Source: an optimization exercise on an open RTL-to-GDS flow (aim: small area, a short achievable clock period and few clock cycles). Production flows keep margins and buffers that such runs may drop.
At most, simulation tests tie the RTL to the original design; equivalence was not proved.
Power is estimated from default activity; no workload was simulated.

Setup of ember:
==> flow/design.v <==
module freq_counter #(
	parameter int NUM_SYMBOLS = 6,
	parameter int CNT_W       = 8,
	parameter int SAMPLE_W    = 8
) (
	input  logic                               clk,
	input  logic                               reset,
	input  logic                               gray_valid,
	input  logic [SAMPLE_W-1:0]                gray_data,
	output logic [NUM_SYMBOLS-1:0][CNT_W-1:0]  cnt,
	output logic                               cnt_valid,
	output logic                               burst_end     
);
	localparam logic CNT_IDLE    = 1'b0;
	localparam logic CNT_RECEIVE = 1'b1;
	logic state;
	assign burst_end = (state == CNT_RECEIVE) && !gray_valid;
	always_ff @(posedge clk) begin
		if (reset) begin
			state     <= CNT_IDLE;
			cnt_valid <= 1'b0;
		end else begin
			cnt_valid <= burst_end;
			if (gray_valid)
				state <= CNT_RECEIVE;
			else
				state <= CNT_IDLE;
		end
	end
	always_ff @(posedge clk) begin
		for (int k = 0; k < NUM_SYMBOLS; k++) begin
			if (gray_valid) begin
				if (state == CNT_IDLE)
					cnt[k] <= (gray_data == SAMPLE_W'(k + 1)) ? CNT_W'(1) : '0;
				else if (gray_data == SAMPLE_W'(k + 1))
					cnt[k] <= cnt[k] + CNT_W'(1);
			end
		end
	end
endmodule
module count_sorter #(
	parameter int NUM_SYMBOLS = 6,
	parameter int CNT_W       = 8,
	parameter int IDX_W       = 3
) (
	input  logic [NUM_SYMBOLS-1:0][CNT_W-1:0]  cnt,
	output logic [NUM_SYMBOLS-1:0][CNT_W-1:0]  init_cnt,    
	output logic [NUM_SYMBOLS-1:0][IDX_W-1:0]  init_pos     
);
	localparam int N = NUM_SYMBOLS;
	logic two_first;    
	assign two_first = (cnt[1] <= cnt[0]);
	always_comb begin
		for (int k = 2; k < N; k++) begin
			init_cnt[k - 2] = cnt[k];
			init_pos[k]     = IDX_W'(k - 2);
		end
		init_cnt[N - 2] = two_first ? cnt[1] : cnt[0];
		init_cnt[N - 1] = two_first ? cnt[0] : cnt[1];
		init_pos[0]     = two_first ? IDX_W'(N - 1) : IDX_W'(N - 2);
		init_pos[1]     = two_first ? IDX_W'(N - 2) : IDX_W'(N - 1);
	end
endmodule
module tree_merger #(
	parameter int NUM_SYMBOLS = 6,
	parameter int CNT_W       = 8,
	parameter int IDX_W       = 3
) (
	input  logic                                    clk,
	input  logic                                    reset,
	input  logic                                    load,          
	input  logic [NUM_SYMBOLS-1:0][CNT_W-1:0]       init_cnt,
	input  logic [NUM_SYMBOLS-1:0][IDX_W-1:0]       init_pos,
	output logic                                    first,         
	output logic                                    merge,         
	output logic                                    last,          
	output logic [NUM_SYMBOLS-1:0]                  sym_a,         
	output logic [NUM_SYMBOLS-1:0]                  sym_b,         
	output logic [NUM_SYMBOLS-1:0]                  sym_c,         
	output logic                                    c_first        
);
	localparam int N          = NUM_SYMBOLS;
	localparam int SORT_STEPS = N - 2;
	localparam int STEPS      = SORT_STEPS + N - 2;    
	logic [N-1:0][CNT_W-1:0]  e;
	logic [N-1:0][N-1:0]      at;       
	logic [STEPS-1:0]         run;      
	logic                     sorting;
	logic                     sort_next;    
	logic [CNT_W-1:0]         x;            
	logic [N+1:0]             lt;           
	logic [N+1:0][CNT_W-1:0]  ex;           
	logic [N-1:0]             ins;          
	logic [N-1:0]             head;         
	logic [CNT_W-1:0]         u;
	logic [CNT_W-1:0]         v;
	logic [CNT_W-1:0]         sum_uv;
	logic [CNT_W-1:0]         sum_ux;
	logic                     take_uv;
	assign sorting   = run[STEPS - SORT_STEPS];
	assign sort_next = run[STEPS - SORT_STEPS + 1];
	assign u      = sorting ? e[1] : e[2];
	assign v      = sorting ? e[2] : e[3];
	assign sum_uv = u + v;
	assign sum_ux = u + x;
	assign take_uv = sorting ? lt[2] : lt[3];
	always_comb begin
		for (int p = 0; p < N + 2; p++)
			ex[p] = (p < N) ? e[p] : '1;
		lt = '0;
		for (int p = 1; p < N; p++)
			lt[p] = (e[p] < x)
				|| (p <= SORT_STEPS - 1 && run[STEPS - SORT_STEPS + p]);    
		lt[0] = 1'b1;
		if (!sorting)
			lt[1] = 1'b1;
		for (int q = 0; q < N; q++)
			ins[q] = sorting ? (lt[q] && !lt[q + 1]) : (lt[q + 1] && !lt[q + 2]);
		for (int k = 0; k < N; k++) begin
			sym_a[k] = at[k][0];
			sym_b[k] = at[k][1];
			sym_c[k] = at[k][2];
			head[k]  = at[k][0] || (!sorting && at[k][1]);
		end
	end
	assign first   = run[STEPS - 1];
	assign c_first = lt[2];
	always_ff @(posedge clk) begin
		if (reset) begin
			run   <= '0;
			merge <= 1'b0;
			last  <= 1'b0;
		end else if (load) begin
			run   <= '1;
			merge <= 1'b0;
			last  <= 1'b0;
		end else begin
			run   <= run >> 1;
			merge <= run[1] && !run[STEPS - SORT_STEPS + 1];
			last  <= run[1] && !run[2];
		end
	end
	always_ff @(posedge clk) begin
		if (!run[0])
			x <= init_cnt[0];
		else if (sort_next)
			x <= lt[1] ? e[1] : x;
		else
			x <= ({CNT_W{take_uv}} & sum_uv) | ({CNT_W{!take_uv}} & sum_ux);
	end
	always_ff @(posedge clk) begin
		if (!run[0]) begin
			e <= init_cnt;
			for (int k = 0; k < N; k++)
				at[k] <= N'(1) << init_pos[k];
		end else begin
			for (int q = 0; q < N; q++) begin
				if (sorting) begin
					if (lt[q + 1])
						e[q] <= ex[q + 1];
					else if (lt[q])
						e[q] <= x;
					else
						e[q] <= ex[q];
				end else begin
					if (lt[q + 2])
						e[q] <= ex[q + 2];
					else if (lt[q + 1])
						e[q] <= x;
					else
						e[q] <= ex[q + 1];
				end
			end
			for (int k = 0; k < N; k++) begin
				for (int q = 0; q < N; q++) begin
					if (sorting)
						at[k][q] <= (q + 1 < N && at[k][q + 1] && lt[q + 1])
						         || (q >= 1 && at[k][q] && !lt[q])
						         || (head[k] && ins[q]);
					else
						at[k][q] <= (q + 2 < N && at[k][q + 2] && lt[q + 2])
						         || (q >= 1 && q + 1 < N && at[k][q + 1] && !lt[q + 1])
						         || (head[k] && ins[q]);
				end
			end
		end
	end
endmodule
module code_builder #(
	parameter int NUM_SYMBOLS = 6,
	parameter int CODE_W      = 8
) (
	input  logic                                    clk,
	input  logic                                    reset,
	input  logic                                    start,         
	input  logic                                    merge,
	input  logic                                    last,
	input  logic [NUM_SYMBOLS-1:0]                  sym_a,
	input  logic [NUM_SYMBOLS-1:0]                  sym_b,
	input  logic [NUM_SYMBOLS-1:0]                  sym_c,
	input  logic                                    c_first,
	output logic [NUM_SYMBOLS-1:0][CODE_W-1:0]      hc,
	output logic [NUM_SYMBOLS-1:0][CODE_W-1:0]      m,
	output logic                                    code_valid
);
	localparam int LEN_W = NUM_SYMBOLS - 1;
	logic [NUM_SYMBOLS-1:0][LEN_W-1:0] hc_q;
	logic [NUM_SYMBOLS-1:0][LEN_W-1:0] m_q;
	logic [NUM_SYMBOLS-1:0][LEN_W-1:0] nxt;     
	always_comb begin
		for (int s = 0; s < NUM_SYMBOLS; s++) begin
			hc[s]  = CODE_W'(hc_q[s]);
			m[s]   = CODE_W'(m_q[s]);
			nxt[s] = ~m_q[s] & {m_q[s][LEN_W-2:0], 1'b1};
		end
	end
	always_ff @(posedge clk) begin
		if (reset)
			code_valid <= 1'b0;
		else
			code_valid <= last;
	end
	always_ff @(posedge clk) begin
		for (int s = 0; s < NUM_SYMBOLS; s++) begin
			if (start) begin
				hc_q[s] <= '0;
				m_q[s]  <= '0;
			end else if (merge) begin
				if (last && (sym_a[s] || sym_b[s])) begin
					hc_q[s] <= hc_q[s] | (sym_a[s] ? nxt[s] : '0)
					                   | (c_first ? '0 : {nxt[s][LEN_W-2:0], 1'b0});
					m_q[s]  <= {m_q[s][LEN_W-3:0], 2'b11};
				end else if (last && sym_c[s]) begin
					hc_q[s] <= hc_q[s] | (c_first ? nxt[s] : '0);
					m_q[s]  <= {m_q[s][LEN_W-2:0], 1'b1};
				end else if (!last && (sym_a[s] || sym_b[s])) begin
					hc_q[s] <= hc_q[s] | (sym_a[s] ? nxt[s] : '0);
					m_q[s]  <= {m_q[s][LEN_W-2:0], 1'b1};
				end
			end
		end
	end
endmodule
module huffman (
	input  logic        clk,
	input  logic        reset,
	input  logic        gray_valid,
	input  logic [7:0]  gray_data,
	output logic        cnt_valid,
	output logic [47:0] cnt,           
	output logic        code_valid,
	output logic [47:0] hc,            
	output logic [47:0] m              
);
	localparam int NUM_SYMBOLS = 6;
	localparam int CNT_W       = 8;
	localparam int CODE_W      = 8;
	localparam int SAMPLE_W    = 8;
	localparam int IDX_W       = 3;
	logic                                    burst_end;
	logic [NUM_SYMBOLS-1:0][CNT_W-1:0]       init_cnt;
	logic [NUM_SYMBOLS-1:0][IDX_W-1:0]       init_pos;
	logic                                    first;
	logic                                    merge;
	logic                                    last;
	logic [NUM_SYMBOLS-1:0]                  sym_a;
	logic [NUM_SYMBOLS-1:0]                  sym_b;
	logic [NUM_SYMBOLS-1:0]                  sym_c;
	logic                                    c_first;
	freq_counter #(
		.NUM_SYMBOLS (NUM_SYMBOLS),
		.CNT_W       (CNT_W),
		.SAMPLE_W    (SAMPLE_W)
	) freq_counter_i (
		.clk        (clk),
		.reset      (reset),
		.gray_valid (gray_valid),
		.gray_data  (gray_data),
		.cnt        (cnt),
		.cnt_valid  (cnt_valid),
		.burst_end  (burst_end)
	);
	count_sorter #(
		.NUM_SYMBOLS (NUM_SYMBOLS),
		.CNT_W       (CNT_W),
		.IDX_W       (IDX_W)
	) count_sorter_i (
		.cnt        (cnt),
		.init_cnt (init_cnt),
		.init_pos   (init_pos)
	);
	tree_merger #(
		.NUM_SYMBOLS (NUM_SYMBOLS),
		.CNT_W       (CNT_W),
		.IDX_W       (IDX_W)
	) tree_merger_i (
		.clk        (clk),
		.reset      (reset),
		.load       (burst_end),
		.init_cnt (init_cnt),
		.init_pos   (init_pos),
		.first      (first),
		.merge      (merge),
		.last       (last),
		.sym_a      (sym_a),
		.sym_b      (sym_b),
		.sym_c      (sym_c),
		.c_first    (c_first)
	);
	code_builder #(
		.NUM_SYMBOLS (NUM_SYMBOLS),
		.CODE_W      (CODE_W)
	) code_builder_i (
		.clk        (clk),
		.reset      (reset),
		.start      (first),
		.merge      (merge),
		.last       (last),
		.sym_a      (sym_a),
		.sym_b      (sym_b),
		.sym_c      (sym_c),
		.c_first    (c_first),
		.hc         (hc),
		.m          (m),
		.code_valid (code_valid)
	);
endmodule
==> flow/config.mk <==
export PLATFORM = sky130hd
export DESIGN_NAME = huffman
export DESIGN_NICKNAME = huffman
export VERILOG_FILES = /design/flow/design.v
export SDC_FILE = /design/flow/constraint.sdc
export NUM_CORES = 4
export LEC_CHECK = 0
export CAP_MARGIN = 20
export CORE_MARGIN = 2
export CORE_UTILIZATION = 40
export CTS_CLUSTER_DIAMETER = 80
export CTS_CLUSTER_SIZE = 20
export SETUP_SLACK_MARGIN = 3.3
export SLEW_MARGIN = 20
==> flow/constraint.sdc <==
create_clock -name core_clock -period 6.0 [get_ports {clk}]
set_input_delay 1.2000 -clock core_clock [delete_from_list [all_inputs] [get_ports {clk}]]
set_output_delay 1.2000 -clock core_clock [all_outputs]
set_load 0.01 [all_outputs]
standard.sh (not shown) runs the stock make flow with config.mk's settings and CLKGATE_MAP_FILE= SYNTH_SCRIPT=/design/flow/synth_recipe.tcl, a recipe that flattens the netlist after the stock synthesis.
==> flow/flow/run.sh <==
#!/bin/bash
# The standard layout, with the smallest plain buffer on the ports and the
# resizer free to change a cell's footprint (the platform holds it to the same
# footprint, which keeps the port buffers in the slow delay-buffer family).
set -euo pipefail
bash standard.sh MATCH_CELL_FOOTPRINT=0 \
	"BUFFER_PORTS_ARGS=-buffer_cell sky130_fd_sc_hd__buf_1" \
	finish > standard_flow.log 2>&1
Testbench counts of ember, summed over its fixed seeds: cycles 19,092.
Input-level comparison between violet and ember:
-- flow/design.v --
<<< ember, line 221
			code_valid <= last;
	end
	always_ff @(posedge clk) begin
		for (int s = 0; s < NUM_SYMBOLS; s++) begin
>>> violet, line 221
			code_valid <= last;
	end
	logic [NUM_SYMBOLS-1:0] take;      
	logic [NUM_SYMBOLS-1:0] two;       
	logic [NUM_SYMBOLS-1:0] low_one;   
	logic                   high_one;  
	always_comb begin
		high_one = !c_first;
		for (int s = 0; s < NUM_SYMBOLS; s++) begin
			two[s]     = last && (sym_a[s] || sym_b[s]);
			take[s]    = merge && (sym_a[s] || sym_b[s] || (last && sym_c[s]));
			low_one[s] = sym_a[s] || (last && sym_c[s] && c_first);
		end
	end
	always_ff @(posedge clk) begin
		for (int s = 0; s < NUM_SYMBOLS; s++) begin
<<< ember, line 226
				hc_q[s] <= '0;
				m_q[s]  <= '0;
			end else if (merge) begin
				if (last && (sym_a[s] || sym_b[s])) begin
					hc_q[s] <= hc_q[s] | (sym_a[s] ? nxt[s] : '0)
					                   | (c_first ? '0 : {nxt[s][LEN_W-2:0], 1'b0});
					m_q[s]  <= {m_q[s][LEN_W-3:0], 2'b11};
				end else if (last && sym_c[s]) begin
					hc_q[s] <= hc_q[s] | (c_first ? nxt[s] : '0);
					m_q[s]  <= {m_q[s][LEN_W-2:0], 1'b1};
				end else if (!last && (sym_a[s] || sym_b[s])) begin
					hc_q[s] <= hc_q[s] | (sym_a[s] ? nxt[s] : '0);
					m_q[s]  <= {m_q[s][LEN_W-2:0], 1'b1};
				end
			end
		end
>>> violet, line 238
				hc_q[s] <= '0;
				m_q[s]  <= '0;
			end else if (take[s]) begin
				hc_q[s] <= hc_q[s] | (low_one[s] ? nxt[s] : '0)
				                   | ((two[s] && high_one) ? {nxt[s][LEN_W-2:0], 1'b0} : '0);
				m_q[s]  <= two[s] ? {m_q[s][LEN_W-3:0], 2'b11} : {m_q[s][LEN_W-2:0], 1'b1};
			end
		end
==> results.txt <==
- The proportion of power drawn by flip-flops and latches number comes out higher for ember vs violet.
- Final cell count, violet and ember: lower on violet
- Looking at final setup slack of the worst path across violet and ember, the one that comes out lower is violet.
- violet ended with more area fraction in compound gates after synthesis than ember.
- Diff ember -> violet: fraction of power consumed by the clock network now sits higher; fraction of synthesized area in multiplexers now smaller; area after synthesis moved down; sequential cell area share lower.
Only the layout flow was run in violet; the RTL was not checked for function there.

## port drivers added, routing unchanged
The flow's constraints put no driver on any port. The routed layouts listed below were extracted and timed again, unchanged, in two steps. Step 1 (the two cells are an assumption about what drives the block):
set clk [get_ports {clk}]
set_driving_cell -lib_cell sky130_fd_sc_hd__clkbuf_16 $clk
set_driving_cell -lib_cell sky130_fd_sc_hd__buf_2 [delete_from_list [all_inputs] $clk]
Step 2 adds t to the input delays and takes it off the output delays; t is the mean of the earliest and latest rising clock arrival at the registers after step 1. Input paths then give back, and output paths get back, about the clock's delay inside the block. a / b / c = no drivers / after step 1 / after step 2; a / b = the first two.
run	t (ns)	setup slack, ns	hold WS [ns]	latest minus earliest clock arrival (ns)	pins driven straight from the clock port
ember	0.551	3.344 / 3.344 / 3.017	0.432 / 0.432 / 0.432	0.033 / 0.032	1
violet	0.541	3.266 / 3.266 / 2.960	0.434 / 0.434 / 0.434	0.020 / 0.020	1
After both steps setup and hold are still met in every run listed. The setup slack of ember, which loses most, moves by 0.000 ns with the drivers and by -0.327 ns with both steps.
